Background: an optimization exercise with open tools, aiming at small area, a short achievable clock period and few clock cycles per item. Do not read the settings as production practice.
Only simulation tests tie the RTL to the original design; equivalence was not proved.

==> flow/design.v, too long to show whole: its modules and the start of the top module <==
// module fxp_mul: 1870 lines
// module taylor_cos: 77 lines
module taylor_cos
(
   input  logic         clock,
   input  logic         reset,
   input  logic         start,
   input  logic [W-1:0] angle_in,
   output logic         ready_out,
   output logic [W-1:0] cos_out
);
  // ...
==> flow/run.sh <==
#!/bin/bash
# synth_recipe.tcl (not shown) runs the flow's synth.tcl, then flattens the netlist and writes it again
# the make line also repeats each setting of config.mk as NAME=value (left out here)
make -C /OpenROAD-flow-scripts/flow DESIGN_CONFIG=/design/flow/config.mk WORK_HOME=/design/flow/orfs CLKGATE_MAP_FILE= SYNTH_SCRIPT=/design/flow/synth_recipe.tcl finish
==> flow/config.mk <==
export PLATFORM = sky130hd
export DESIGN_NAME = taylor_cos
export DESIGN_NICKNAME = taylor_cos
export VERILOG_FILES = /design/flow/design.v
export SDC_FILE = /design/flow/constraint.sdc
export NUM_CORES = 4
export LEC_CHECK = 0
export ABC_AREA = 1
export CAP_MARGIN = 20
export CORE_MARGIN = 2
export CORE_UTILIZATION = 40
export SLEW_MARGIN = 20
==> flow/constraint.sdc <==
create_clock -name core_clock -period 12.0 [get_ports {clock}]
set_input_delay 2.4000 -clock core_clock [delete_from_list [all_inputs] [get_ports {clock}]]
set_output_delay 2.4000 -clock core_clock [all_outputs]
set_load 0.01 [all_outputs]
==> qor.yml, run 1 <==
yosys:
  synth_top_family_by_area: "adder cells"
  ys_top_cells_by_area: "fa_1 (28%), xor2_1 (15%), o22ai_1 (9.8%)"
  avgSynthCellArea_um2: 7.95
  syn-cell-area_um2: 18400
  synth-edff-count: 47
  yosysSeqAreaShare: 0.0892
  synth_nets: 2701
setup_path:
  crit_fanout: 30
  required_ps: 12040
  crit_path_max_incr_delay_ps: 750
  timing.rr.start: "a_q[11]"
floorplan:
  tap_cells: 600
  start_util: 0.405
finish:
  antennaDiodeCount: 0
  clk_share: 0.0146
  multi_input_area_um2: 14800
  area_delta_synth_final_pct: 6.92
  multi_input_area_share: 0.753
run_status:
  outcome: "complete, no violations"
global_route:
  antenna_found_initial: 0
  grt_pass1_wl_um: 111000
routing:
  routed.top_layer: "met4"
  wl_met2_um: 33000
clock_network:
  insertion_delay_ps: 330
  clock-sinks: 57
  cts_resized: 0
  cts_buffer_depth: 2
  htreeDepth: 3
sta:
  fin_crit_ps: 7990
  final-hold-violation-count: 0
  fmax_ghz: 0.125
  setup_tns_ps: 0
  rsz0062_at_grt: "false"
hold_path:
  hold_start: "step_q[3]"
placement:
  dp_slack_ps: 4220
Testbench counts, summed over its fixed seeds: cycles 3,072, items 512.
==> run 2: changes to the inputs <==
--- a/flow/config.mk
+++ b/flow/config.mk
@@ -9,4 +9,5 @@
 export CAP_MARGIN = 20
 export CORE_MARGIN = 2
 export CORE_UTILIZATION = 40
+export SETUP_SLACK_MARGIN = 5
 export SLEW_MARGIN = 20
==> qor.yml, run 2 <==
routing:
  first_pass_iters: 6  # was 8
  drt_iter0_drc: 2177  # was 2152
  routed_wl_um: 75800  # was 74900 um
  drc: 0  # unchanged
  num_vias: 17700  # was 17500
  via_per_inst: 6.12  # was 6.10
  ant_nets: 0  # unchanged
  routedWlPerCell_um: 26.3  # was 26.1 um
sta:
  drv_slew: 0  # unchanged
  fmax_ghz: 0.145  # was 0.125 GHz
  period_share: 0.575  # was 0.666
  relSlewSlack: 0.298  # was 0.278
  rsz0062_at_grt: "true"  # was false
  setup_tns_ps: 0  # unchanged
  tightest_slew_ps: 1050  # was 1080 ps
  setup_violations: 0  # unchanged
  fin_crit_ps: 6900  # was 7990 ps
  fin_skew_ps: 3.26  # was 5.07 ps
  final-hold-violation-count: 0  # unchanged
yosys:
  ys_ff_latch: 57  # unchanged
  syn-cell-area_um2: 18400  # unchanged
  yosysSeqAreaShare: 0.0892  # unchanged
  avgSynthCellArea_um2: 7.95  # unchanged
  synthCells: 2314  # unchanged
  synth.top_cell.area_share: 0.283  # unchanged
  synthTopCellsByCount: "xor2_1 (312), inv_1 (311), o22ai_1 (288)"  # unchanged
  yosys.area.top_type: "fa_1"  # unchanged
  synth_nets: 2701  # unchanged
  async_flop_share: 0.105  # unchanged
  synth-edff-count: 47  # unchanged
  yosysUniqueCellTypes: 60  # unchanged
  synth_most_common_cell: "xor2_1"  # unchanged
  ys.flop_type: "edfxtp_1"  # unchanged
  ys_warn_count: 1  # unchanged
  ys_top_cells_by_area: "fa_1 (28%), xor2_1 (15%), o22ai_1 (9.8%)"  # unchanged
clock_network:
  postCtsHoldBufs: 0  # unchanged
  cts-root-buf: "clkbuf_16"  # unchanged
  cts_buffer_depth: 2  # unchanged
  clock-sinks: 57  # unchanged
  cts_inserted_buffers: 9  # unchanged
  tritoncts: "built"  # unchanged
  clkTransAtPathRegs_ps: 50  # about the same
  insertion_delay_ps: 330  # about the same
  htreeDepth: 3  # unchanged
finish:
  drive_gt1_frac: 0.0827  # was 0.0710
  final_cell_mix: "xor2_1 (311), inv_1 (310), o22ai_1 (288)"  # was xor2_1 (312), inv_1 (311), o22ai_1 (288)
  fillers: 4580  # was 4597
  layout_commonest_cell: "xor2_1"  # unchanged
  area_delta_synth_final_pct: 8.33  # was 6.92%
  finalNetCount: 2666  # was 2649
  reg_top3: "a_q x25, b_q x25, step_q x5"  # unchanged
  stdcell_count: 2885  # was 2867
hold_path:
  hold_class: "flop to flop"  # unchanged
setup_path:
  arrival_ps: 6930  # was 8030 ps
  required_ps: 12040  # about the same
  crit_fanout: 30  # unchanged
  worst_path_dominant_cell_family: "adder cells"  # unchanged
  worst_setup_path_start_kind: "flop"  # unchanged
  crit_chain: "clkinv_8 -> ha_1 -> inv_1 -> buf_6 -> o22ai_1 -> xor2_1 -> fa_1 -> fa_1 -> fa_1 -> fa_1 -> fa_1 -> inv_1 -> ha_1 -> a21oi_1 -> o21ai_0 -> a221oi_1 -> o21ai_1 -> nand2_1 -> nand2_1 -> a21oi_1 -> xor2_1 -> o21ai_0"  # was clkinv_2 -> ha_1 -> inv_1 -> buf_4 -> o22ai_1 -> xor2_1 -> fa_1 -> fa_1 -> fa_1 -> fa_1 -> fa_1 -> inv_1 -> ha_1 -> nand2_1 -> nor2_1 -> inv_1 -> nor2_1 -> nand3_1 -> o21ai_0 -> nand2_1 -> nand2_1 -> a21oi_1 -> xor2_1 -> o21ai_0
  crit_path_max_incr_delay_ps: 580  # was 750 ps
  crit_buf_inv: 4  # was 5
  crit_slowest_cell: "fa_1"  # was clkinv_2
  worstSetupEndpointType: "flop"  # unchanged
  crit_top_cell: "fa_1"  # unchanged
  worstSetupPathType: "flop to flop"  # unchanged
placement:
  hpwl_um: 52300  # unchanged
  place_inst: 2851  # unchanged
  place.gp.congestion: 0.980  # unchanged
  port_buffers: 51  # unchanged
floorplan:
  coreArea_um2: 45400  # unchanged
  die_w_um: 218  # unchanged
  die_area_um2: 47700  # unchanged
  rows: 78  # unchanged
  start_util: 0.405  # unchanged
  ios: 52  # unchanged
  dieHeight_um: 218  # unchanged
flow_run:
  cap_violations: 0  # unchanged
global_route:
  grt_max_degree: 39  # unchanged
  track_usage: 0.317  # was 0.314
  overflow: 0  # unchanged
  grt_pass1_wl_um: 112000  # was 111000 um
  grt_pass1_vias: 17800  # was 17700
  antenna_found_initial: 0  # unchanged
run_status:
  outcome: "complete, no violations"  # unchanged
run 2: cells by family (layout without fill, tap and decap cells):
kind of cell | count (synthesis) | count (layout) | synth area share
and+or+nand+nor | 562 | 563 | 0.134
buffers and inverters | 509 | 478 | 0.110
AOI/OAI and AO/OA | 505 | 505 | 0.164
adders and majority gates | 360 | 360 | 0.351
xor gates and xnor gates | 320 | 320 | 0.152
DFF | 57 | 57 | 0.0892
muxes | 1 | 1 | 0.000612
other | 0 | 1 | 0
run 2: worst paths after layout:
| check | slack (ps) | to | from | depth (start not counted) |
|---|---|---|---|---|
| max | 5100 | a_q[19] | a_q[11] | 22 |
| min | 470 | step_q[4] | step_q[3] | 0 |
| max reg2reg | 5100 | a_q[19] | a_q[11] | 22 |
| min reg2reg | 470 | step_q[4] | step_q[3] | 0 |
| max in group asynchronous | 9490 | ready_q | reset | 2 |
| min in group asynchronous | 2300 | step_q[3] | reset | 2 |
run 2: routing by layer:
metal | GRT usage | vias to the layer above | part of all wire
li1 | - | 7548 | -
met1 | 0.426 | 8692 | 0.40
met2 | 0.484 | 1172 | 0.44
met3 | 0.0697 | 241 | 0.11
met4 | 0.151 | 0 | 0.056
met5 | 0 | - | 0
run 2: timing repair:
item                       in CTS  in global routing
setup endpoints to repair      50                 28
hold endpoints to repair        0                  0
buffers inserted               11                  4
resized for setup              13                 20
gates cloned                    2                  0
pin swaps                       1                  0
run 2: stage by stage:
stage / area (um2) / setup WS [ps] / util / hold slack, ps
2_1_floorplan: 18400 / 5370 / - / 396
3_3_place_gp: 19400 / 4280 / 0.427 / 441
3_5_place_dp: 19400 / 4220 / 0.427 / 445
6_report: 19900 / 5100 / 0.439 / 466
5_1_grt: 19900 / 4910 / 0.439 / 481
4_1_cts: 19800 / 5010 / 0.437 / 463
run 2: cell type report:
type | count | area, um2 | area share
multi-input combinational | 1749 | 14900 | 0.746
sequential | 57 | 1640 | 0.0823
inverter | 349 | 1370 | 0.0689
timing repair buffer | 112 | 1000 | 0.0502
tap | 600 | 751 | 0.0377
clock buffer | 10 | 229 | 0.0115
clock inverter | 6 | 58.8 | 0.00295
timing repair inverter | 1 | 5.00 | 0.000251
antenna | 1 | 2.50 | 0.000126
==> run 3: changes to the inputs <==
==> flow/flow/run.sh (new file) <==
#!/bin/bash
set -euo pipefail
bash standard.sh SETUP_SLACK_MARGIN=6.5 finish > flow.log 2>&1
==> flow/standard.sh (new file) <==
#!/bin/bash
# synth_recipe.tcl (not shown) runs the flow's synth.tcl, then flattens the netlist and writes it again
# the make line also repeats each setting of config.mk as NAME=value (left out here)
make -C /OpenROAD-flow-scripts/flow DESIGN_CONFIG=/design/flow/config.mk WORK_HOME=/design/flow/orfs CLKGATE_MAP_FILE= SYNTH_SCRIPT=/design/flow/synth_recipe.tcl "${@:-finish}"
--- a/flow/config.mk
+++ b/flow/config.mk
@@ -9,5 +9,4 @@
 export CAP_MARGIN = 20
 export CORE_MARGIN = 2
 export CORE_UTILIZATION = 40
-export SETUP_SLACK_MARGIN = 5
 export SLEW_MARGIN = 20
removed: flow/run.sh
==> qor.yml, run 3 <==
routing:
  routed_wl_um: 86800  # was 75800 um
  routed.top_layer: "met5"  # was met4
  drc: 0  # unchanged
  drt_iter0_drc: 2494  # was 2177
  routedWlPerCell_um: 28.3  # was 26.3 um
  first_pass_iters: 6  # unchanged
  wl_met3_um: 11000  # was 8530 um
  via_per_inst: 6.24  # was 6.12
  ant_nets: 0  # unchanged
  wl_met2_um: 36800  # was 33000 um
  num_vias: 19100  # was 17700
  wl_met1_um: 31600  # was 30000 um
finish:
  area_delta_synth_final_pct: 34.7  # was 8.33%
  layout_commonest_cell: "xor2_1"  # unchanged
  drive_gt1_frac: 0.306  # was 0.0827
  reg_top3: "a_q x25, b_q x25, step_q x5"  # unchanged
  final_core_utilization: 0.546  # was 0.439
  fillers: 4000  # was 4580
  finalNetCount: 2848  # was 2666
  seqCellArea_um2: 1640  # about the same
  final_cell_mix: "xor2_1 (292), inv_1 (273), o22ai_1 (243)"  # was xor2_1 (311), inv_1 (310), o22ai_1 (288)
  antennaDiodeCount: 0  # was 1
  multi_input_area_um2: 17200  # was 14900 um2
yosys:
  ys.flop_type: "edfxtp_1"  # unchanged
  ys_top_cells_by_area: "fa_1 (28%), xor2_1 (15%), o22ai_1 (9.8%)"  # unchanged
  yosys.area_share.adder: 0.351  # unchanged
  synthMuxAreaShare: 0.000612  # unchanged
  ys_warn_count: 1  # unchanged
  avgSynthCellArea_um2: 7.95  # unchanged
  synthSimpleGateAreaFrac: 0.134  # unchanged
  ys_ff_latch: 57  # unchanged
  synth_most_common_cell: "xor2_1"  # unchanged
  synth_nets: 2701  # unchanged
  synth-edff-count: 47  # unchanged
  synth_xor_area_frac: 0.152  # unchanged
  synth_top_family_by_area: "adder cells"  # unchanged
  async_flop_share: 0.105  # unchanged
  synth.top_cell.area_share: 0.283  # unchanged
  synth_compound_area_frac: 0.164  # unchanged
  yosysSeqAreaShare: 0.0892  # unchanged
  syn-cell-area_um2: 18400  # unchanged
  yosysUniqueCellTypes: 60  # unchanged
  synthCells: 2314  # unchanged
  yosys.area.top_type: "fa_1"  # unchanged
  synthTopCellsByCount: "xor2_1 (312), inv_1 (311), o22ai_1 (288)"  # unchanged
sta:
  drv_slew: 0  # unchanged
  period_share: 0.512  # was 0.575
  relSlewSlack: 0.363  # was 0.298
  fin_crit_ps: 6140  # was 6900 ps
  setup_violations: 0  # unchanged
  tightest_slew_ps: 954  # was 1050 ps
  final-hold-violation-count: 0  # unchanged
  setup_tns_ps: 0  # unchanged
  rsz0062_at_grt: "true"  # unchanged
  fin_skew_ps: 9.07  # was 3.26 ps
  fmax_ghz: 0.163  # was 0.145 GHz
global_route:
  grt_pass1_wl_um: 125000  # was 112000 um
  grt_max_degree: 39  # unchanged
  antenna_found_initial: 1  # was 0
  track_usage: 0.359  # was 0.317
  grt_pass1_vias: 19400  # was 17800
  overflow: 0  # unchanged
placement:
  place.gp.congestion: 1.02  # was 0.980
  hpwl_um: 53900  # was 52300 um
  port_buffers: 51  # unchanged
floorplan:
  die_w_um: 218  # unchanged
  start_util: 0.405  # unchanged
  ios: 52  # unchanged
  rows: 78  # unchanged
  dieHeight_um: 218  # unchanged
  die_area_um2: 47700  # unchanged
  coreArea_um2: 45400  # unchanged
setup_path:
  crit_chain: "buf_6 -> inv_2 -> ha_4 -> buf_12 -> o22ai_1 -> xor2_1 -> fa_1 -> fa_2 -> fa_2 -> fa_1 -> fa_1 -> inv_2 -> ha_4 -> buf_4 -> a21oi_1 -> inv_1 -> a31oi_4 -> nand2_1 -> nor2_1 -> nand2_2 -> a31oi_4 -> xor2_2 -> o21ai_0"  # was clkinv_8 -> ha_1 -> inv_1 -> buf_6 -> o22ai_1 -> xor2_1 -> fa_1 -> fa_1 -> fa_1 -> fa_1 -> fa_1 -> inv_1 -> ha_1 -> a21oi_1 -> o21ai_0 -> a221oi_1 -> o21ai_1 -> nand2_1 -> nand2_1 -> a21oi_1 -> xor2_1 -> o21ai_0
  crit_top_cell: "fa_1"  # unchanged
  arrival_ps: 6210  # was 6930 ps
  crit_slowest_cell: "fa_2"  # was fa_1
  crit_path_max_incr_delay_ps: 600  # was 580 ps
  worst_setup_path_start_kind: "flop"  # unchanged
  crit_buf_inv: 6  # was 4
  worstSetupPathType: "flop to flop"  # unchanged
  worst_path_dominant_cell_family: "adder cells"  # unchanged
  worstSetupEndpointType: "flop"  # unchanged
  required_ps: 12070  # was 12040 ps
  crit_fanout: 13  # was 30
run_status:
  outcome: "complete, no violations"  # unchanged
flow_run:
  cap_violations: 0  # unchanged
clock_network:
  tritoncts: "built"  # unchanged
  cts-root-buf: "clkbuf_16"  # unchanged
  htreeDepth: 3  # unchanged
  insertion_delay_ps: 340  # was 330 ps
  clkTransAtPathRegs_ps: 60  # was 50 ps
  cts_inserted_buffers: 9  # unchanged
  postCtsHoldBufs: 0  # unchanged
  cts_buffer_depth: 2  # unchanged
  clock-sinks: 57  # unchanged
hold_path:
  hold_class: "flop to flop"  # unchanged
==> run 3: cell counts after synthesis <==
Identical to the previous run, type by type.
==> run 3: final timing paths <==
path	cells after the start	start	slack [ps]	end
min in group asynchronous	2	reset	2260	step_q[4]
worst min-delay path	0	step_q[3]	440	step_q[4]
worst max-delay path	23	a_q[15]	5860	b_q[15]
worst min register to register	0	step_q[3]	440	step_q[4]
max in group asynchronous	2	reset	9550	step_q[3]
worst max register to register	23	a_q[15]	5860	b_q[15]
==> run 3: area by class of cell <==
class                   count  share of cell area
flip-flops and latches     57              0.0663
clock inverters             7             0.00505
multi-input cells        1748               0.694
well taps                 600              0.0303
repair inverters            5             0.00162
inverters                 349              0.0613
clock buffers               9             0.00909
repair buffers            291               0.132
==> run 3: what timing repair did <==
action                                 4_1_cts  5_1_grt
pin swaps                                  123       97
cloned                                      21        2
buffers inserted                           142       35
endpoints found under the hold margin        0        0
resized for setup                          383      201
setup endpoints to repair                   73       90
==> run 3: layer usage <==
| layer | vias to the layer above | global-route usage |
|---|---|---|
| li1 | 7917 | - |
| met1 | 9238 | 0.443 |
| met2 | 1504 | 0.534 |
| met3 | 468 | 0.106 |
| met4 | 2 | 0.254 |
| met5 | - | 0.00208 |
==> run 3: logic make-up after synthesis <==
family                   after synthesis
AND/OR/NAND/NOR                      562
multiplexers                           1
AO/OA/AOI/OAI                        505
adder cells (fa/ha/maj)              360
buffers and inverters                509
flip-flops                            57
XOR/XNOR                             320
==> run 3: per-stage QoR <==
stage,worst slack [ps],cells,hold WS [ps],cell area [um2]
2_1_floorplan,6150,2314,396,19200
3_3_place_gp,4780,2850,422,19900
3_5_place_dp,4720,2850,430,19900
4_1_cts,5940,3029,445,23600
5_1_grt,5650,3066,473,24800
6_report,5860,3066,443,24800
==> run 3: worst register-to-register path, cell delays in order (launching register included) <==
cell and delay (ps):
edfxtp_1 540, buf_6 170, inv_2 60, ha_4 280, buf_12 170, o22ai_1 120
xor2_1 210, fa_1 500, fa_2 440, fa_2 600, fa_1 450, fa_1 510
inv_2 60, ha_4 240, buf_4 160, a21oi_1 150, inv_1 120, a31oi_4 180
nand2_1 100, nor2_1 150, nand2_2 120, a31oi_4 230, xor2_2 220, o21ai_0 100
==> run 4: changes to the inputs <==
==> flow/flow/run.sh (replaced) <==
#!/bin/bash
set -euo pipefail
bash standard.sh SETUP_SLACK_MARGIN=6 finish > flow.log 2>&1
==> qor.yml, run 4 <==
yosys:
  ys_ff_latch: 57  # unchanged
  syn-cell-area_um2: 18400  # unchanged
  avgSynthCellArea_um2: 7.95  # unchanged
  synth_nets: 2701  # unchanged
  yosysSeqAreaShare: 0.0892  # unchanged
  synth_xor_area_frac: 0.152  # unchanged
  ys_top_cells_by_area: "fa_1 (28%), xor2_1 (15%), o22ai_1 (9.8%)"  # unchanged
  synth_most_common_cell: "xor2_1"  # unchanged
  synth_compound_area_frac: 0.164  # unchanged
  synthMuxAreaShare: 0.000612  # unchanged
  synth.top_cell.area_share: 0.283  # unchanged
  yosys.area_share.adder: 0.351  # unchanged
  synthTopCellsByCount: "xor2_1 (312), inv_1 (311), o22ai_1 (288)"  # unchanged
  yosys.area.top_type: "fa_1"  # unchanged
  async_flop_share: 0.105  # unchanged
  synthSimpleGateAreaFrac: 0.134  # unchanged
  synth_top_family_by_area: "adder cells"  # unchanged
  yosysUniqueCellTypes: 60  # unchanged
  synthCells: 2314  # unchanged
  synth-edff-count: 47  # unchanged
  ys_warn_count: 1  # unchanged
  ys.flop_type: "edfxtp_1"  # unchanged
hold_path:
  hold_class: "flop to flop"  # unchanged
  hold_path_depth: 0  # unchanged
floorplan:
  coreArea_um2: 45400  # unchanged
  ios: 52  # unchanged
  dieHeight_um: 218  # unchanged
  die_area_um2: 47700  # unchanged
  die_w_um: 218  # unchanged
  rows: 78  # unchanged
  start_util: 0.405  # unchanged
sta:
  setup_tns_ps: 0  # unchanged
  final-hold-violation-count: 0  # unchanged
  hold_slack_ps: 480  # was 443 ps
  fin_crit_ps: 6100  # was 6140 ps
  setup_violations: 0  # unchanged
  fmax_ghz: 0.164  # was 0.163 GHz
  setup_ws_ps: 5900  # was 5860 ps
  relSlewSlack: 0.297  # was 0.363
  fin_skew_ps: 5.45  # was 9.07 ps
  tightest_slew_ps: 1050  # was 954 ps
  period_share: 0.509  # was 0.512
  rsz0062_at_grt: "true"  # unchanged
  drv_slew: 0  # unchanged
global_route:
  track_usage: 0.346  # was 0.359
  grt_pass1_vias: 19000  # was 19400
  overflow: 0  # unchanged
  antenna_found_initial: 1  # unchanged
  grt_max_degree: 39  # unchanged
  grt_pass1_wl_um: 122000  # was 125000 um
clock_network:
  insertion_delay_ps: 340  # about the same
  tritoncts: "built"  # unchanged
  clock-sinks: 57  # unchanged
  cts-root-buf: "clkbuf_16"  # unchanged
  htreeDepth: 3  # unchanged
  cts_inserted_buffers: 9  # unchanged
  cts_buffer_depth: 2  # unchanged
  clkTransAtPathRegs_ps: 50  # was 60 ps
finish:
  finalNetCount: 2818  # was 2848
  area_delta_synth_final_pct: 31.5  # was 34.7%
  antennaDiodeCount: 0  # unchanged
  seqCellArea_um2: 1640  # about the same
  fillers: 4134  # was 4000
  final_cell_mix: "xor2_1 (289), inv_1 (286), o22ai_1 (228)"  # was xor2_1 (292), inv_1 (273), o22ai_1 (243)
  drive_gt1_frac: 0.273  # was 0.306
  final_core_utilization: 0.533  # was 0.546
  multi_input_area_um2: 16900  # was 17200 um2
  layout_commonest_cell: "xor2_1"  # unchanged
  reg_top3: "a_q x25, b_q x25, step_q x5"  # unchanged
  stdcell_count: 3036  # was 3066
placement:
  place_inst: 2849  # was 2850
  place.gp.congestion: 0.940  # was 1.02
  dp_slack_ps: 4030  # was 4720 ps
  port_buffers: 51  # unchanged
  hpwl_um: 52500  # was 53900 um
setup_path:
  required_ps: 12090  # was 12070 ps
  crit_top_cell: "fa_2"  # was fa_1
  rr_worst_depth: 23  # unchanged
  worst_setup_path_start_kind: "flop"  # unchanged
  worstSetupEndpointType: "flop"  # unchanged
  crit_chain: "clkinvlp_4 -> ha_4 -> o22ai_2 -> xor2_2 -> fa_2 -> fa_2 -> fa_2 -> fa_1 -> fa_1 -> inv_1 -> ha_4 -> nand2_1 -> nor2_1 -> inv_1 -> nor2_2 -> nand4_1 -> nand2_2 -> nand2_2 -> nand3_4 -> a21oi_2 -> or2_2 -> nand3_1 -> nand2_1"  # was buf_6 -> inv_2 -> ha_4 -> buf_12 -> o22ai_1 -> xor2_1 -> fa_1 -> fa_2 -> fa_2 -> fa_1 -> fa_1 -> inv_2 -> ha_4 -> buf_4 -> a21oi_1 -> inv_1 -> a31oi_4 -> nand2_1 -> nor2_1 -> nand2_2 -> a31oi_4 -> xor2_2 -> o21ai_0
  crit_slowest_cell: "fa_2"  # unchanged
  crit_buf_inv: 3  # was 6
  crit_fanout: 8  # was 13
  crit_path_max_incr_delay_ps: 610  # was 600 ps
  arrival_ps: 6190  # was 6210 ps
  worstSetupPathType: "flop to flop"  # unchanged
  crit_cells: 23  # unchanged
  worst_path_dominant_cell_family: "adder cells"  # unchanged
routing:
  via_per_inst: 6.19  # was 6.24
  routedWlPerCell_um: 28.2  # was 28.3 um
  drc: 0  # unchanged
  ant_nets: 0  # unchanged
  num_vias: 18800  # was 19100
  routed_wl_um: 85500  # was 86800 um
  first_pass_iters: 6  # unchanged
  drt_iter0_drc: 2324  # was 2494
flow_run:
  cap_violations: 0  # unchanged
run_status:
  outcome: "complete, no violations"  # unchanged
==> run 4: kinds of logic after synthesis <==
kind of cell	after synthesis
simple gates	562
buf+inv	509
xor+xnor	320
flops	57
compound gates	505
mux	1
fa+ha+maj	360
==> run 4: area by class of cell <==
type,instances,share of cell area
sequential,57,0.0679
multi-input combinational,1750,0.698
timing repair inverter,8,0.00305
tap,600,0.0310
timing repair buffer,256,0.125
clock buffer,14,0.0118
clock inverter,2,0.000414
inverter,349,0.0622
==> run 4: what timing repair did <==
item                                    in CTS  in global routing
gates cloned                                19                 13
pin swaps                                   81                149
setup buffers                               67                 72
hold buffers                                 0                  0
endpoints found under the setup margin      50                 49
gates resized for setup                    278                319
==> run 4: worst paths after layout <==
path	from	to	slack (ps)
min in group asynchronous	reset	ready_q	2270
max in group asynchronous	reset	step_q[2]	9550
min	step_q[2]	step_q[3]	480
min reg2reg	step_q[2]	step_q[3]	480
max	a_q[22]	b_q[20]	5900
max reg2reg	a_q[22]	b_q[20]	5900
==> run 4: metrics by stage <==
stage / instance area (um2)
finish: 24200
global route: 24200
CTS: 21900
detailed placement: 19500
global placement: 19400
floorplan: 18500
==> run 4: per-layer routing <==
metal  up-vias  share of wire  track usage
met3       414           0.12       0.0831
met1      9122           0.37        0.438
met5         -              0            0
li1       7842              -            -
met4         0          0.075        0.203
met2      1411           0.44        0.536
==> run 5: changes to the inputs <==
==> flow/flow/run.sh (replaced) <==
#!/bin/bash
set -euo pipefail
bash standard.sh SETUP_SLACK_MARGIN=5.5 finish > flow.log 2>&1
==> qor.yml, run 5 <==
run_status:
  outcome: "complete, no violations"  # unchanged
yosys:
  synthSimpleGateAreaFrac: 0.134  # unchanged
  async_flop_share: 0.105  # unchanged
  ys.flop_type: "edfxtp_1"  # unchanged
  synth_top_family_by_area: "adder cells"  # unchanged
  ys_top_cells_by_area: "fa_1 (28%), xor2_1 (15%), o22ai_1 (9.8%)"  # unchanged
  synthCells: 2314  # unchanged
  synthTopCellsByCount: "xor2_1 (312), inv_1 (311), o22ai_1 (288)"  # unchanged
  ys_ff_latch: 57  # unchanged
  synth_compound_area_frac: 0.164  # unchanged
  synth_xor_area_frac: 0.152  # unchanged
  yosys.area.top_type: "fa_1"  # unchanged
  avgSynthCellArea_um2: 7.95  # unchanged
  synth_most_common_cell: "xor2_1"  # unchanged
  synth.top_cell.area_share: 0.283  # unchanged
  synth_nets: 2701  # unchanged
  syn-cell-area_um2: 18400  # unchanged
  yosysUniqueCellTypes: 60  # unchanged
  synth-edff-count: 47  # unchanged
  synthMuxAreaShare: 0.000612  # unchanged
  yosys.area_share.adder: 0.351  # unchanged
  yosysSeqAreaShare: 0.0892  # unchanged
  ys_warn_count: 1  # unchanged
sta:
  setup_ws_ps: 5640  # was 5900 ps
  drv_slew: 0  # unchanged
  period_share: 0.530  # was 0.509
  fin_crit_ps: 6360  # was 6100 ps
  fmax_ghz: 0.157  # was 0.164 GHz
  setup_tns_ps: 0  # unchanged
  relSlewSlack: 0.315  # was 0.297
  final-hold-violation-count: 0  # unchanged
  tightest_slew_ps: 1030  # was 1050 ps
  setup_violations: 0  # unchanged
  rsz0062_at_grt: "true"  # unchanged
  fin_skew_ps: 11.5  # was 5.45 ps
routing:
  num_vias: 17900  # was 18800
  via_per_inst: 6.12  # was 6.19
  drt_iter0_drc: 2037  # was 2324
  routedWlPerCell_um: 27.3  # was 28.2 um
  routed_wl_um: 79900  # was 85500 um
  ant_nets: 0  # unchanged
  first_pass_iters: 6  # unchanged
  drc: 0  # unchanged
finish:
  fillers: 4491  # was 4134
  finalNetCount: 2706  # was 2818
  final_cell_mix: "xor2_1 (308), inv_1 (304), o22ai_1 (286)"  # was xor2_1 (289), inv_1 (286), o22ai_1 (228)
  reg_top3: "a_q x25, b_q x25, step_q x5"  # unchanged
  area_delta_synth_final_pct: 14.1  # was 31.5%
  drive_gt1_frac: 0.128  # was 0.273
  antennaDiodeCount: 0  # unchanged
  final_core_utilization: 0.463  # was 0.533
  layout_commonest_cell: "xor2_1"  # unchanged
  stdcell_count: 2924  # was 3036
floorplan:
  dieHeight_um: 218  # unchanged
  die_w_um: 218  # unchanged
  coreArea_um2: 45400  # unchanged
  rows: 78  # unchanged
  start_util: 0.405  # unchanged
  ios: 52  # unchanged
  die_area_um2: 47700  # unchanged
global_route:
  grt_pass1_wl_um: 117000  # was 122000 um
  overflow: 0  # unchanged
  grt_pass1_vias: 18300  # was 19000
  track_usage: 0.331  # was 0.346
  grt_max_degree: 39  # unchanged
  antenna_found_initial: 1  # unchanged
clock_network:
  insertion_delay_ps: 340  # about the same
  clkTransAtPathRegs_ps: 60  # was 50 ps
  postCtsHoldBufs: 0  # unchanged
  tritoncts: "built"  # unchanged
  cts_inserted_buffers: 9  # unchanged
  cts-root-buf: "clkbuf_16"  # unchanged
  htreeDepth: 3  # unchanged
  clock-sinks: 57  # unchanged
  cts_buffer_depth: 2  # unchanged
setup_path:
  required_ps: 12090  # about the same
  worst_setup_path_start_kind: "flop"  # unchanged
  worstSetupEndpointType: "flop"  # unchanged
  crit_top_cell: "fa_1"  # was fa_2
  rr_worst_depth: 24  # was 23
  crit_slowest_cell: "fa_1"  # was fa_2
  crit_fanout: 25  # was 8
  crit_chain: "buf_12 -> inv_8 -> ha_1 -> buf_8 -> o22ai_2 -> xor2_2 -> fa_1 -> inv_1 -> fa_1 -> fa_1 -> fa_1 -> fa_1 -> inv_1 -> ha_1 -> nand2_1 -> nor2_1 -> inv_2 -> o21a_1 -> o221a_2 -> nand2_2 -> a21oi_1 -> xor2_1 -> or2_2 -> nand3_1"  # was clkinvlp_4 -> ha_4 -> o22ai_2 -> xor2_2 -> fa_2 -> fa_2 -> fa_2 -> fa_1 -> fa_1 -> inv_1 -> ha_4 -> nand2_1 -> nor2_1 -> inv_1 -> nor2_2 -> nand4_1 -> nand2_2 -> nand2_2 -> nand3_4 -> a21oi_2 -> or2_2 -> nand3_1 -> nand2_1
  worstSetupPathType: "flop to flop"  # unchanged
  crit_path_max_incr_delay_ps: 550  # was 610 ps
  reg2reg_slack_ps: 5640  # was 5900 ps
  arrival_ps: 6450  # was 6190 ps
hold_path:
  hold_path_depth: 0  # unchanged
  hold_class: "flop to flop"  # unchanged
placement:
  port_buffers: 51  # unchanged
  hpwl_um: 53700  # was 52500 um
  dp_slack_ps: 4020  # was 4030 ps
  place.gp.congestion: 0.972  # was 0.940
  place_inst: 2853  # was 2849
flow_run:
  cap_violations: 0  # unchanged
==> run 5: critical path: cells and delay by family, from the launching register on <==
kind | cells | cell delay, ps
AND/OR/NAND/NOR | 5 | 570
adder cells (fa/ha/maj) | 7 | 3080
flip-flops | 1 | 410
AO/OA/AOI/OAI | 4 | 810
XOR/XNOR | 2 | 510
buffers and inverters | 6 | 700
==> run 5: worst paths after layout <==
kind / from / endpoint
max: a_q[9] / a_q[6]
min: step_q[2] / step_q[3]
max reg2reg: a_q[9] / a_q[6]
min reg2reg: step_q[2] / step_q[3]
max in group asynchronous: reset / step_q[2]
min in group asynchronous: reset / step_q[3]
==> run 5: area by class of cell <==
class	instances	area [um2]	share of cell area
clock inverters	7	61.3	0.00292
well taps	600	751	0.0357
multi-input cells	1749	15200	0.724
inverters	349	1460	0.0696
repair buffers	148	1630	0.0774
flip-flops and latches	57	1640	0.0782
repair inverters	5	38.8	0.00185
clock buffers	9	225	0.0107
==> run 5: what timing repair did <==
| item | CTS | global route |
|---|---|---|
| gates resized for setup | 82 | 112 |
| pin swaps | 3 | 22 |
| setup buffers | 16 | 26 |
| endpoints found under the setup margin | 50 | 47 |
| gates cloned | 6 | 7 |
==> run 5: routing by layer <==
metal  routed length (um)  vias to the layer above  track usage
met1                30900                     8756        0.432
li1                     -                     7634            -
met4                 5070                        0        0.182
met5                    0                        -            0
met3                 8550                      306       0.0711
met2                35300                     1186        0.511
==> run 5: cell families after synthesis <==
family	after synthesis
simple gates	562
buf+inv	509
compound gates	505
fa+ha+maj	360
xor+xnor	320
flops	57
mux	1
==> run 5: metrics by stage <==
stage,hold WS (ps),cell area [um2]
after floorplan,396,18400
after CTS,426,20200
after detailed placement,416,19400
final,426,21000
after global routing,440,21000
after global placement,406,19400
==> run 6: changes to the inputs <==
--- a/flow/config.mk
+++ b/flow/config.mk
@@ -9,4 +9,5 @@
 export CAP_MARGIN = 20
 export CORE_MARGIN = 2
 export CORE_UTILIZATION = 40
+export PLACE_DENSITY = 0.8
 export SLEW_MARGIN = 20
==> qor.yml, run 6 <==
run_status:
  outcome: "complete, no violations"  # unchanged
routing:
  via_per_inst: 6.32  # was 6.12
  drt_iter0_drc: 3362  # was 2037
  num_vias: 18500  # was 17900
  drc: 0  # unchanged
  ant_nets: 0  # unchanged
  first_pass_iters: 9  # was 6
  routed_wl_um: 71600  # was 79900 um
  routedWlPerCell_um: 24.5  # was 27.3 um
yosys:
  ys.flop_type: "edfxtp_1"  # unchanged
  yosysSeqAreaShare: 0.0892  # unchanged
  yosysUniqueCellTypes: 60  # unchanged
  synth-edff-count: 47  # unchanged
  synth_nets: 2701  # unchanged
  yosys.area.top_type: "fa_1"  # unchanged
  avgSynthCellArea_um2: 7.95  # unchanged
  async_flop_share: 0.105  # unchanged
  synthCells: 2314  # unchanged
  syn-cell-area_um2: 18400  # unchanged
  synth_most_common_cell: "xor2_1"  # unchanged
  ys_top_cells_by_area: "fa_1 (28%), xor2_1 (15%), o22ai_1 (9.8%)"  # unchanged
  synth.top_cell.area_share: 0.283  # unchanged
  ys_warn_count: 1  # unchanged
  synthTopCellsByCount: "xor2_1 (312), inv_1 (311), o22ai_1 (288)"  # unchanged
  ys_ff_latch: 57  # unchanged
global_route:
  grt_max_degree: 39  # unchanged
  use_met1: 0.365  # was 0.432
  track_usage: 0.290  # was 0.331
  grt_pass1_vias: 18200  # was 18300
  antenna_found_initial: 0  # was 1
  grtUsageMet2: 0.426  # was 0.511
  grt_pass1_wl_um: 105000  # was 117000 um
  grt.busiest_layer: "met2"  # unchanged
  use_met3: 0.0928  # was 0.0711
  overflow: 0  # unchanged
finish:
  final_core_utilization: 0.464  # was 0.463
  fillers: 4229  # was 4491
  layout_commonest_cell: "xor2_1"  # unchanged
  reg_top3: "a_q x25, b_q x25, step_q x5"  # unchanged
  finalNetCount: 2711  # was 2706
  antennaDiodeCount: 0  # unchanged
  area_delta_synth_final_pct: 14.4  # was 14.1%
  final_cell_mix: "xor2_1 (309), inv_1 (302), o22ai_1 (281)"  # was xor2_1 (308), inv_1 (304), o22ai_1 (286)
  drive_gt1_frac: 0.131  # was 0.128
floorplan:
  rows: 78  # unchanged
  die_w_um: 218  # unchanged
  start_util: 0.405  # unchanged
  ios: 52  # unchanged
  die_area_um2: 47700  # unchanged
  dieHeight_um: 218  # unchanged
  coreArea_um2: 45400  # unchanged
clock_network:
  clkTransAtPathRegs_ps: 60  # about the same
  cts_buffer_depth: 2  # unchanged
  insertion_delay_ps: 340  # about the same
  tritoncts: "built"  # unchanged
  cts_inserted_buffers: 9  # unchanged
  clock-sinks: 57  # unchanged
  htreeDepth: 3  # unchanged
  cts-root-buf: "clkbuf_16"  # unchanged
  postCtsHoldBufs: 0  # unchanged
setup_path:
  arrival_ps: 6430  # was 6450 ps
  worst_setup_path_start_kind: "flop"  # unchanged
  crit_path_max_incr_delay_ps: 620  # was 550 ps
  crit_slowest_cell: "fa_2"  # was fa_1
  worstSetupPathType: "flop to flop"  # unchanged
  required_ps: 12060  # was 12090 ps
  crit_fanout: 8  # was 25
  crit_buf_inv: 7  # was 6
  worst_path_dominant_cell_family: "adder cells"  # unchanged
  worstSetupEndpointType: "flop"  # unchanged
sta:
  tightest_slew_ps: 1190  # was 1030 ps
  drv_slew: 0  # unchanged
  fin_crit_ps: 6370  # was 6360 ps
  period_share: 0.531  # was 0.530
  final-hold-violation-count: 0  # unchanged
  rsz0062_at_grt: "true"  # unchanged
  setup_tns_ps: 0  # unchanged
  setup_violations: 0  # unchanged
  relSlewSlack: 0.208  # was 0.315
  fin_skew_ps: 7.86  # was 11.5 ps
  fmax_ghz: 0.157  # about the same
placement:
  place.gp.congestion: 1.01  # was 0.972
  port_buffers: 51  # unchanged
  hpwl_um: 46900  # was 53700 um
hold_path:
  hold_class: "flop to flop"  # unchanged
flow_run:
  cap_violations: 0  # unchanged
[run 6: cell counts after synthesis]
No cell type changed its count.
[run 6: per-stage QoR]
stage	cells	area (um2)	setup WS [ps]	hold WS (ps)
after CTS	2881	20000	5480	450
after detailed placement	2849	19400	4100	436
final	2929	21000	5630	455
after global routing	2929	21000	5430	470
after floorplan	2314	18400	5540	396
after global placement	2849	19400	4160	431
[run 6: area by class of cell]
class	instances	area, um2	share of cell area
clock buffers	11	253	0.0120
inverters	349	1480	0.0701
repair buffers	153	1630	0.0772
well taps	600	751	0.0357
flip-flops and latches	57	1640	0.0781
multi-input cells	1751	15200	0.724
repair inverters	3	21.3	0.00101
clock inverters	5	30.0	0.00143
[run 6: layer usage]
metal,vias to the layer above,routed length (um)
met2,1764,29700
met1,8644,24700
met5,-,57
met4,2,5930
met3,462,11300
li1,7640,-
[run 6: logic make-up after synthesis]
group           count (synthesis)  synth area share
compound gates                505             0.164
xor+xnor                      320             0.152
fa+ha+maj                     360             0.351
buf+inv                       509             0.110
flops                          57            0.0892
mux                             1          0.000612
simple gates                  562             0.134
[run 6: repair_timing]
action	in CTS	in global routing
resized for setup	52	143
setup endpoints to repair	50	47
cloned	5	4
buffers inserted	11	44
pin swaps	4	38
[run 6: path summary, 6_finish.rpt]
| path | from | end | slack (ps) | depth (start not counted) |
|---|---|---|---|---|
| setup reg to reg | a_q[3] | a_q[15] | 5630 | 25 |
| hold / removal | step_q[2] | step_q[3] | 450 | 0 |
| setup / recovery | a_q[3] | a_q[15] | 5630 | 25 |
| min in group asynchronous | reset | ready_q | 2280 | 2 |
| max in group asynchronous | reset | step_q[2] | 9540 | 2 |
| hold reg to reg | step_q[2] | step_q[3] | 450 | 0 |
[run 6: worst register-to-register path: stages, from the launching register on]
cell        delay [ps]
edfxtp_1           410
buf_12             150
clkinvlp_4         130
buf_12             160
ha_4               340
buf_4              190
o22ai_1            110
xor2_1             200
fa_2               630
fa_2               470
fa_1               410
fa_1               490
fa_1               570
inv_1               90
ha_4               320
nand2_1            110
nor2_2             130
inv_1               80
nor2_1             100
inv_1               80
nor3_4             170
nand2_1             80
nand2_1            120
a31oi_1            120
xor2_1             310
o21ai_0            130
==> run 7: changes to the inputs <==
--- a/flow/config.mk
+++ b/flow/config.mk
@@ -8,6 +8,5 @@
 export ABC_AREA = 1
 export CAP_MARGIN = 20
 export CORE_MARGIN = 2
-export CORE_UTILIZATION = 40
-export PLACE_DENSITY = 0.8
+export CORE_UTILIZATION = 55
 export SLEW_MARGIN = 20
==> qor.yml, run 7 <==
yosys:
  ys_top_cells_by_area: "fa_1 (28%), xor2_1 (15%), o22ai_1 (9.8%)"  # unchanged
  syn-cell-area_um2: 18400  # unchanged
  synthTopCellsByCount: "xor2_1 (312), inv_1 (311), o22ai_1 (288)"  # unchanged
  synthCells: 2314  # unchanged
  yosys.area.top_type: "fa_1"  # unchanged
  yosysUniqueCellTypes: 60  # unchanged
  ys_warn_count: 1  # unchanged
  async_flop_share: 0.105  # unchanged
  synth-edff-count: 47  # unchanged
  ys_ff_latch: 57  # unchanged
  avgSynthCellArea_um2: 7.95  # unchanged
  synth_nets: 2701  # unchanged
  synth.top_cell.area_share: 0.283  # unchanged
  ys.flop_type: "edfxtp_1"  # unchanged
  synth_most_common_cell: "xor2_1"  # unchanged
  yosysSeqAreaShare: 0.0892  # unchanged
routing:
  first_pass_iters: 9  # unchanged
  routedWlPerCell_um: 29.0  # was 24.5 um
  routed_wl_um: 81000  # was 71600 um
  drt_iter0_drc: 2663  # was 3362
  ant_nets: 0  # unchanged
  num_vias: 18700  # was 18500
  via_per_inst: 6.69  # was 6.32
  drc: 0  # unchanged
hold_path:
  hold_class: "flop to flop"  # unchanged
  hold_path_depth: 0  # unchanged
finish:
  reg_top3: "a_q x25, b_q x25, step_q x5"  # unchanged
  layout_commonest_cell: "xor2_1"  # unchanged
  final_core_utilization: 0.650  # was 0.464
  finalNetCount: 2733  # was 2711
  final_cell_mix: "xor2_1 (310), inv_1 (305), o22ai_1 (284)"  # was xor2_1 (309), inv_1 (302), o22ai_1 (281)
  area_delta_synth_final_pct: 15.4  # was 14.4%
  drive_gt1_frac: 0.142  # was 0.131
floorplan:
  start_util: 0.563  # was 0.405
  ios: 52  # unchanged
  coreArea_um2: 32700  # was 45400 um2
  rows: 66  # was 78
  dieHeight_um: 187  # was 218 um
  die_w_um: 187  # was 218 um
  die_area_um2: 34900  # was 47700 um2
setup_path:
  crit_slowest_cell: "fa_1"  # was fa_2
  crit_buf_inv: 4  # was 7
  crit_top_cell: "fa_1"
  worst_setup_path_start_kind: "flop"  # unchanged
  required_ps: 12080  # was 12060 ps
  crit_path_max_incr_delay_ps: 630  # was 620 ps
  arrival_ps: 6480  # was 6430 ps
  worstSetupEndpointType: "flop"  # unchanged
  crit_fanout: 10  # was 8
  rr_worst_depth: 23  # was 25
  worst_path_dominant_cell_family: "adder cells"  # unchanged
  crit_chain: "buf_4 -> nor2_4 -> a21oi_4 -> buf_12 -> buf_4 -> o22ai_1 -> xor2_1 -> fa_1 -> fa_1 -> fa_1 -> fa_1 -> fa_1 -> inv_1 -> ha_4 -> a21oi_1 -> o21ai_1 -> a21oi_1 -> o21ai_4 -> a21oi_2 -> o21bai_2 -> or2_2 -> nand3_1 -> nand2_1"
  worstSetupPathType: "flop to flop"  # unchanged
  crit_cells: 23  # was 25
clock_network:
  postCtsHoldBufs: 0  # unchanged
  clkTransAtPathRegs_ps: 50  # was 60 ps
  cts_buffer_depth: 2  # unchanged
  clock-sinks: 57  # unchanged
  htreeDepth: 3  # unchanged
  tritoncts: "built"  # unchanged
  cts-root-buf: "clkbuf_16"  # unchanged
  cts_inserted_buffers: 9  # unchanged
  insertion_delay_ps: 340  # about the same
global_route:
  antenna_found_initial: 0  # unchanged
  grt_pass1_wl_um: 119000  # was 105000 um
  grt_max_degree: 38  # was 39
  overflow: 0  # unchanged
  grt_pass1_vias: 19100  # was 18200
  track_usage: 0.456  # was 0.290
sta:
  setup_violations: 0  # unchanged
  hold_slack_ps: 441  # was 455 ps
  rsz0062_at_grt: "true"  # unchanged
  drv_slew: 0  # unchanged
  setup_tns_ps: 0  # unchanged
  final-hold-violation-count: 0  # unchanged
  tightest_slew_ps: 1010  # was 1190 ps
  fin_skew_ps: 7.07  # was 7.86 ps
  period_share: 0.533  # was 0.531
  fmax_ghz: 0.156  # was 0.157 GHz
  fin_crit_ps: 6390  # was 6370 ps
  relSlewSlack: 0.327  # was 0.208
run_status:
  outcome: "complete, no violations"  # unchanged
flow_run:
  cap_violations: 0  # unchanged
placement:
  hpwl_um: 52100  # was 46900 um
  place.gp.congestion: 1.05  # was 1.01
  port_buffers: 51  # unchanged
[run 7: layer usage]
layer / track usage / share of wire
met4: 0.260 / 0.070
met3: 0.149 / 0.15
met5: 0 / 0
met2: 0.690 / 0.43
met1: 0.574 / 0.35
[run 7: stage by stage]
stage / instances / setup WS [ps] / area, um2
2_1_floorplan: 2314 / 5540 / 18400
3_3_place_gp: 2694 / 3900 / 19200
3_5_place_dp: 2694 / 3900 / 19200
4_1_cts: 2747 / 5480 / 20400
5_1_grt: 2793 / 5470 / 21200
6_report: 2794 / 5610 / 21200
[run 7: layout make-up]
cell class                 instances  area [um2]
multi-input combinational       1751       15300
fill                            2907       11500
timing repair buffer             172        1830
sequential                        57        1640
inverter                         349        1530
tap                              442         553
clock buffer                       9         225
clock inverter                     7        93.8
timing repair inverter             6        52.6
antenna                            1        2.50
[run 7: path summary, 6_finish.rpt]
path | startpoint | endpoint | slack (ps)
min | step_q[2] | step_q[3] | 440
max reg2reg | a_q[11] | b_q[16] | 5610
min reg2reg | step_q[2] | step_q[3] | 440
max | a_q[11] | b_q[16] | 5610
min in group asynchronous | reset | step_q[1] | 2320
max in group asynchronous | reset | step_q[4] | 9470
[run 7: kinds of logic after synthesis]
logic type               synth area share
AND/OR/NAND/NOR                     0.134
multiplexers                     0.000612
flip-flops                         0.0892
XOR/XNOR                            0.152
AO/OA/AOI/OAI                       0.164
adder cells (fa/ha/maj)             0.351
buffers and inverters               0.110
[run 7: repair_timing]
action,CTS,global route
buffers inserted,27,41
endpoints found under the hold margin,0,0
resized for setup,115,109
pin swaps,13,34
cloned,10,5
endpoints found under the setup margin,50,45
==> run 8: changes to the inputs <==
--- a/flow/config.mk
+++ b/flow/config.mk
@@ -8,5 +8,6 @@
 export ABC_AREA = 1
 export CAP_MARGIN = 20
 export CORE_MARGIN = 2
-export CORE_UTILIZATION = 55
+export CORE_UTILIZATION = 40
 export SLEW_MARGIN = 20
+export TNS_END_PERCENT = 10
==> qor.yml, run 8 <==
run_status:
  outcome: "complete, no violations"  # unchanged
global_route:
  grt_max_degree: 39  # was 38
  overflow: 0  # unchanged
  grt_pass1_vias: 18300  # was 19100
  track_usage: 0.331  # was 0.456
  grt_pass1_wl_um: 116000  # was 119000 um
  antenna_found_initial: 0  # unchanged
finish:
  final_cell_mix: "xor2_1 (308), inv_1 (305), o22ai_1 (286)"  # was xor2_1 (310), inv_1 (305), o22ai_1 (284)
  drive_gt1_frac: 0.116  # was 0.142
  layout_commonest_cell: "xor2_1"  # unchanged
  antennaDiodeCount: 0  # was 1
  area_delta_synth_final_pct: 12.8  # was 15.4%
  finalNetCount: 2694  # was 2733
  fillers: 4521  # was 2907
  reg_top3: "a_q x25, b_q x25, step_q x5"  # unchanged
yosys:
  synthSimpleGateAreaFrac: 0.134  # unchanged
  syn-cell-area_um2: 18400  # unchanged
  async_flop_share: 0.105  # unchanged
  synth_nets: 2701  # unchanged
  synthMuxAreaShare: 0.000612  # unchanged
  avgSynthCellArea_um2: 7.95  # unchanged
  ys_ff_latch: 57  # unchanged
  synthTopCellsByCount: "xor2_1 (312), inv_1 (311), o22ai_1 (288)"  # unchanged
  yosysUniqueCellTypes: 60  # unchanged
  yosys.area.top_type: "fa_1"  # unchanged
  yosys.area_share.adder: 0.351  # unchanged
  synthCells: 2314  # unchanged
  synth.top_cell.area_share: 0.283  # unchanged
  ys_top_cells_by_area: "fa_1 (28%), xor2_1 (15%), o22ai_1 (9.8%)"  # unchanged
  yosysSeqAreaShare: 0.0892  # unchanged
  synth_top_family_by_area: "adder cells"  # unchanged
  synth_compound_area_frac: 0.164  # unchanged
  synth_most_common_cell: "xor2_1"  # unchanged
  synth_xor_area_frac: 0.152  # unchanged
  synth-edff-count: 47  # unchanged
  ys.flop_type: "edfxtp_1"  # unchanged
  ys_warn_count: 1  # unchanged
sta:
  relSlewSlack: 0.301  # was 0.327
  setup_ws_ps: 5590  # was 5610 ps
  setup_violations: 0  # unchanged
  fin_crit_ps: 6410  # was 6390 ps
  fmax_ghz: 0.156  # about the same
  drv_slew: 0  # unchanged
  tightest_slew_ps: 1050  # was 1010 ps
  fin_skew_ps: 9.65  # was 7.07 ps
  final-hold-violation-count: 0  # unchanged
  rsz0062_at_grt: "true"  # unchanged
  period_share: 0.534  # was 0.533
  setup_tns_ps: 0  # unchanged
routing:
  wl_met3_um: 8540  # was 12100 um
  wl_met1_um: 30700  # was 28700 um
  first_pass_iters: 5  # was 9
  routed.top_layer: "met4"  # unchanged
  wl_met2_um: 35000  # was 34500 um
  drt_iter0_drc: 2026  # was 2663
  routed_wl_um: 79400  # was 81000 um
  drc: 0  # unchanged
  ant_nets: 0  # unchanged
  routedWlPerCell_um: 27.3  # was 29.0 um
  num_vias: 17900  # was 18700
  via_per_inst: 6.15  # was 6.69
clock_network:
  cts-root-buf: "clkbuf_16"  # unchanged
  insertion_delay_ps: 340  # about the same
  cts_inserted_buffers: 9  # unchanged
  cts_buffer_depth: 2  # unchanged
  postCtsHoldBufs: 0  # unchanged
  clkTransAtPathRegs_ps: 60  # was 50 ps
  tritoncts: "built"  # unchanged
  clock-sinks: 57  # unchanged
  htreeDepth: 3  # unchanged
floorplan:
  ios: 52  # unchanged
  dieHeight_um: 218  # was 187 um
  die_area_um2: 47700  # was 34900 um2
  die_w_um: 218  # was 187 um
  rows: 78  # was 66
  start_util: 0.405  # was 0.563
  coreArea_um2: 45400  # was 32700 um2
hold_path:
  hold_class: "flop to flop"  # unchanged
setup_path:
  worst_setup_path_start_kind: "flop"  # unchanged
  crit_fanout: 25  # was 10
  required_ps: 12080  # about the same
  arrival_ps: 6500  # was 6480 ps
  worstSetupEndpointType: "flop"  # unchanged
  worstSetupPathType: "flop to flop"  # unchanged
flow_run:
  cap_violations: 0  # unchanged
placement:
  dp_slack_ps: 4020  # was 3900 ps
  hpwl_um: 53700  # was 52100 um
  place.gp.congestion: 0.972  # was 1.05
  port_buffers: 51  # unchanged
-- run 8: cell types whose count changed in the layout (fill, tap and decap cells not counted), moves of 4 or more --
cell	change
buf_4	-32
buf_12	-7
o21ai_0	+7
ha_4	-6
nor2_4	-6
buf_8	+5
fa_1	+5
fa_2	-5
ha_1	+5
inv_6	-5
nor2_1	+5
o21ai_1	-5
bufinv_16	-4
-- run 8: metal layers --
| layer | GRT usage | vias to the layer above |
|---|---|---|
| met5 | 0 | - |
| met1 | 0.432 | 8759 |
| met2 | 0.510 | 1263 |
| li1 | - | 7605 |
| met3 | 0.0718 | 296 |
| met4 | 0.181 | 0 |
-- run 8: repair_timing --
| action | in CTS | in global routing |
|---|---|---|
| pin swaps | 2 | 14 |
| gates cloned | 5 | 5 |
| resized for setup | 71 | 96 |
| buffers inserted | 12 | 21 |
| endpoints found under the setup margin | 50 | 49 |
-- run 8: layout make-up --
cell class                      instances  area, um2  share of cell area
Timing Repair Buffer                  138       1520              0.0733
Sequential cell                        57       1640              0.0791
Multi-Input combinational cell       1748      15100               0.727
Inverter                              349       1440              0.0695
Tap cell                              600        751              0.0362
Clock inverter                          7       61.3             0.00295
Clock buffer                            9        225              0.0108
Timing Repair inverter                  4       30.0             0.00145
-- run 8: final timing paths --
kind,startpoint,endpoint,slack (ps),depth (start not counted)
max reg2reg,a_q[9],a_q[6],5590,23
min reg2reg,step_q[2],step_q[3],420,0
max in group asynchronous,reset,step_q[2],9490,2
max,a_q[9],a_q[6],5590,23
min,step_q[2],step_q[3],420,0
min in group asynchronous,reset,step_q[3],2290,2
-- run 8: cell families (layout without fill, tap and decap cells) --
| kind of cell | after synthesis | after routing |
|---|---|---|
| muxes | 1 | 1 |
| AOI/OAI and AO/OA | 505 | 505 |
| DFF | 57 | 57 |
| and+or+nand+nor | 562 | 562 |
| xor gates and xnor gates | 320 | 320 |
| adders and majority gates | 360 | 360 |
| buffers and inverters | 509 | 507 |
-- run 8: worst max-delay path, cell delays in order (launching register included) --
cell	delay, ps
edfxtp_1	380
buf_12	220
inv_8	90
ha_1	310
buf_6	270
o22ai_2	160
xor2_2	220
fa_1	490
inv_1	50
fa_1	440
fa_1	520
fa_1	430
fa_1	520
inv_1	60
ha_1	330
a21oi_1	160
o21a_1	170
o21a_1	120
o221a_2	180
nand2_2	110
a21oi_1	280
xor2_1	370
or2_2	200
nand3_1	60
-- run 8: metrics by stage --
stage	hold slack (ps)	std cells	instance area [um2]	util
after global routing	440	2912	20800	0.457
after detailed placement	416	2853	19400	0.428
after CTS	426	2886	20100	0.443
final	424	2912	20800	0.457
after global placement	406	2853	19400	0.427
after floorplan	396	2314	18400	-
==> run 9: changes to the inputs <==
--- a/flow/config.mk
+++ b/flow/config.mk
@@ -10,4 +10,4 @@
 export CORE_MARGIN = 2
 export CORE_UTILIZATION = 40
 export SLEW_MARGIN = 20
-export TNS_END_PERCENT = 10
+export SYNTH_HIERARCHICAL = 1
==> qor.yml, run 9 <==
setup_path:
  crit_path_max_incr_delay_ps: 580  # was 520 ps
  arrival_ps: 6530  # was 6500 ps
  required_ps: 12160  # was 12080 ps
  reg2reg_slack_ps: 5630  # was 5590 ps
  crit_fanout: 17  # was 25
  crit_slowest_cell: "fa_1"  # unchanged
  crit_chain: "buf_12 -> inv_1 -> buf_4 -> xor2_1 -> fa_1 -> fa_1 -> fa_1 -> fa_1 -> fa_1 -> inv_1 -> ha_2 -> nand2_1 -> nor2_2 -> nand2_1 -> nor2_1 -> nand4_1 -> nand3_1 -> nand2_1 -> nand2_1 -> inv_1 -> o31ai_1"  # was buf_12 -> inv_8 -> ha_1 -> buf_6 -> o22ai_2 -> xor2_2 -> fa_1 -> inv_1 -> fa_1 -> fa_1 -> fa_1 -> fa_1 -> inv_1 -> ha_1 -> a21oi_1 -> o21a_1 -> o21a_1 -> o221a_2 -> nand2_2 -> a21oi_1 -> xor2_1 -> or2_2 -> nand3_1
  worst_setup_path_start_kind: "flop"  # unchanged
  crit_top_cell: "fa_1"  # unchanged
  worstSetupEndpointType: "flop"  # unchanged
  worstSetupPathType: "flop to flop"  # unchanged
finish:
  stdcell_count: 3483  # was 2912
  final_cell_mix: "nand2_1 (546), inv_1 (499), xor2_1 (302)"  # was xor2_1 (308), inv_1 (305), o22ai_1 (286)
  final_area_um2: 22400  # was 20800 um2
  fillers: 5136  # was 4521
  drive_gt1_frac: 0.0928  # was 0.116
  finalNetCount: 3182  # was 2694
  layout_commonest_cell: "nand2_1"  # was xor2_1
  reg_top3: "a_q x25, b_q x25, step_q x5"  # unchanged
  antennaDiodeCount: 0  # unchanged
  area_delta_synth_final_pct: 10.0  # was 12.8%
run_status:
  outcome: "complete, no violations"  # unchanged
routing:
  via_per_inst: 5.80  # was 6.15
  first_pass_iters: 6  # was 5
  drt_iter0_drc: 2138  # was 2026
  routedWlPerCell_um: 24.2  # was 27.3 um
  drc: 0  # unchanged
  routed_wl_um: 84200  # was 79400 um
  num_vias: 20200  # was 17900
  ant_nets: 0  # unchanged
yosys:
  synthTopCellsByCount: "nand2_1 (553), inv_1 (510), xor2_1 (303)"  # was xor2_1 (312), inv_1 (311), o22ai_1 (288)
  ys_warn_count: 7  # was 1
  synth_nets: 3193  # was 2701
  synthCells: 2817  # was 2314
  yosysSeqAreaShare: 0.0807  # was 0.0892
  ys_top_cells_by_area: "fa_1 (26%), xor2_1 (13%), nand2_1 (10%)"  # was fa_1 (28%), xor2_1 (15%), o22ai_1 (9.8%)
  async_flop_share: 0.105  # unchanged
  synth.top_cell.area_share: 0.256  # was 0.283
  ys_ff_latch: 57  # unchanged
  yosys.area.top_type: "fa_1"  # unchanged
  syn-cell-area_um2: 20300  # was 18400 um2
  ys.flop_type: "edfxtp_1"  # unchanged
  avgSynthCellArea_um2: 7.22  # was 7.95 um2
  synth_most_common_cell: "nand2_1"  # was xor2_1
  synth-edff-count: 47  # unchanged
  yosysUniqueCellTypes: 53  # was 60
placement:
  port_buffers: 51  # unchanged
  place.gp.congestion: 1.07  # was 0.972
  placed_area_um2: 21400  # was 19400 um2
  dp_slack_ps: 4910  # was 4020 ps
  place_inst: 3437  # was 2853
  hpwl_um: 62800  # was 53700 um
clock_network:
  insertion_delay_ps: 330  # was 340 ps
  cts-root-buf: "clkbuf_16"  # unchanged
  cts_inserted_buffers: 9  # unchanged
  cts_buffer_depth: 2  # unchanged
  postCtsHoldBufs: 0  # unchanged
  clkTransAtPathRegs_ps: 60  # about the same
  htreeDepth: 3  # unchanged
  tritoncts: "built"  # unchanged
  clock-sinks: 57  # unchanged
sta:
  fmax_ghz: 0.157  # was 0.156 GHz
  period_share: 0.531  # was 0.534
  drv_slew: 0  # unchanged
  setup_tns_ps: 0  # unchanged
  setup_ws_ps: 5630  # was 5590 ps
  fin_crit_ps: 6370  # was 6410 ps
  setup_violations: 0  # unchanged
  final-hold-violation-count: 0  # unchanged
  relSlewSlack: 0.245  # was 0.301
  hold_slack_ps: 428  # was 424 ps
  tightest_slew_ps: 1130  # was 1050 ps
  rsz0062_at_grt: "true"  # unchanged
  fin_skew_ps: 13.0  # was 9.65 ps
hold_path:
  hold_class: "flop to flop"  # unchanged
global_route:
  antenna_found_initial: 1  # was 0
  grt_pass1_vias: 20500  # was 18300
  overflow: 0  # unchanged
  grt_max_degree: 61  # was 39
  track_usage: 0.317  # was 0.331
  grt_pass1_wl_um: 127000  # was 116000 um
flow_run:
  cap_violations: 0  # unchanged
floorplan:
  die_w_um: 229  # was 218 um
  dieHeight_um: 229  # was 218 um
  die_area_um2: 52700  # was 47700 um2
  coreArea_um2: 50200  # was 45400 um2
  rows: 82  # was 78
  start_util: 0.405  # about the same
  ios: 52  # unchanged
[run 9: logic make-up after synthesis]
kind of cell             Yosys count  share of synthesized area
flip-flops                        57                     0.0807
AND/OR/NAND/NOR                  952                      0.197
adder cells (fa/ha/maj)          349                      0.311
AO/OA/AOI/OAI                    452                      0.139
multiplexers                       3                    0.00148
XOR/XNOR                         315                      0.136
buffers and inverters            689                      0.136
[run 9: metal layers]
layer  GRT usage  part of all wire  vias up
li1            -                 -     8892
met3      0.0680              0.10      258
met4       0.143             0.051        2
met1       0.424              0.41     9892
met5           0          0.000095        -
met2       0.492              0.44     1172
[run 9: layout make-up]
class	count	area, um2	share of cell area
well taps	672	841	0.0376
clock buffers	10	229	0.0102
repair inverters	3	15.0	0.000671
clock inverters	6	35.0	0.00157
inverters	540	2120	0.0946
repair buffers	119	1200	0.0536
flip-flops and latches	57	1640	0.0734
multi-input cells	2076	16300	0.728
[run 9: Yosys stat by module, one instance, submodules excluded]
module	cell area, um2	copies in the design	cells inside	flops+latches
fxp_mul	16100	1	2205	0
taylor_cos	4270	1	612	57
[run 9: final timing paths]
| check | startpoint | end | depth (start not counted) |
|---|---|---|---|
| max | a_q[9] | a_q[13] | 21 |
| min | step_q[3] | step_q[4] | 0 |
| max reg2reg | a_q[9] | a_q[13] | 21 |
| min reg2reg | step_q[3] | step_q[4] | 0 |
| max in group asynchronous | reset | step_q[1] | 2 |
| min in group asynchronous | reset | ready_q | 2 |
[run 9: what timing repair did]
item                                   CTS  global route
setup buffers                            3            19
endpoints found under the hold margin    0             0
setup endpoints to repair               44            47
pin swaps                                4             5
resized for setup                       49            86
cloned                                   5             3
[run 9: critical path: cells and delay by family, from the launching register on]
kind | cells | cell delay [ps]
compound gates | 1 | 220
simple gates | 8 | 1180
fa+ha+maj | 6 | 2910
buf+inv | 5 | 1200
xor+xnor | 1 | 230
flops | 1 | 420
[run 9: stage by stage]
stage                      util
after global placement    0.424
after global routing      0.446
final                     0.446
after floorplan               -
after detailed placement  0.426
after CTS                 0.436

==> what the ideal ports hide <==
No port has a modelled driver above. Below, the same layouts with a new extraction and two added sets of constraints.
Step 1 assumes that a clkbuf_16 drives the clock port and a buf_2 every other input.
Step 2 moves the port delays by t, midway between the first and last clock arrival at a register: inputs arrive t later, outputs are due t later. That takes back most of the time a late clock gives input paths.
a / b / c = ideal ports / drivers / drivers and shift; a / b = the first two.
run | shift t [ns] | slack for setup (ns) | clock arrival spread, ns
run 1 | 0.361 | 4.011 / 4.011 / 4.011 | 0.005 / 0.005
run 2 | 0.357 | 5.102 / 5.102 / 5.102 | 0.003 / 0.003
run 3 | 0.379 | 5.860 / 5.860 / 5.860 | 0.009 / 0.009
run 4 | 0.376 | 5.897 / 5.897 / 5.897 | 0.005 / 0.006
run 5 | 0.379 | 5.638 / 5.638 / 5.638 | 0.012 / 0.011
run 6 | 0.365 | 5.633 / 5.633 / 5.633 | 0.008 / 0.008
run 7 | 0.379 | 5.606 / 5.606 / 5.606 | 0.007 / 0.007
run 8 | 0.375 | 5.586 / 5.586 / 5.586 | 0.010 / 0.010
run 9 | 0.364 | 5.628 / 5.628 / 5.628 | 0.013 / 0.013
After both steps setup and hold are still met in every run listed.
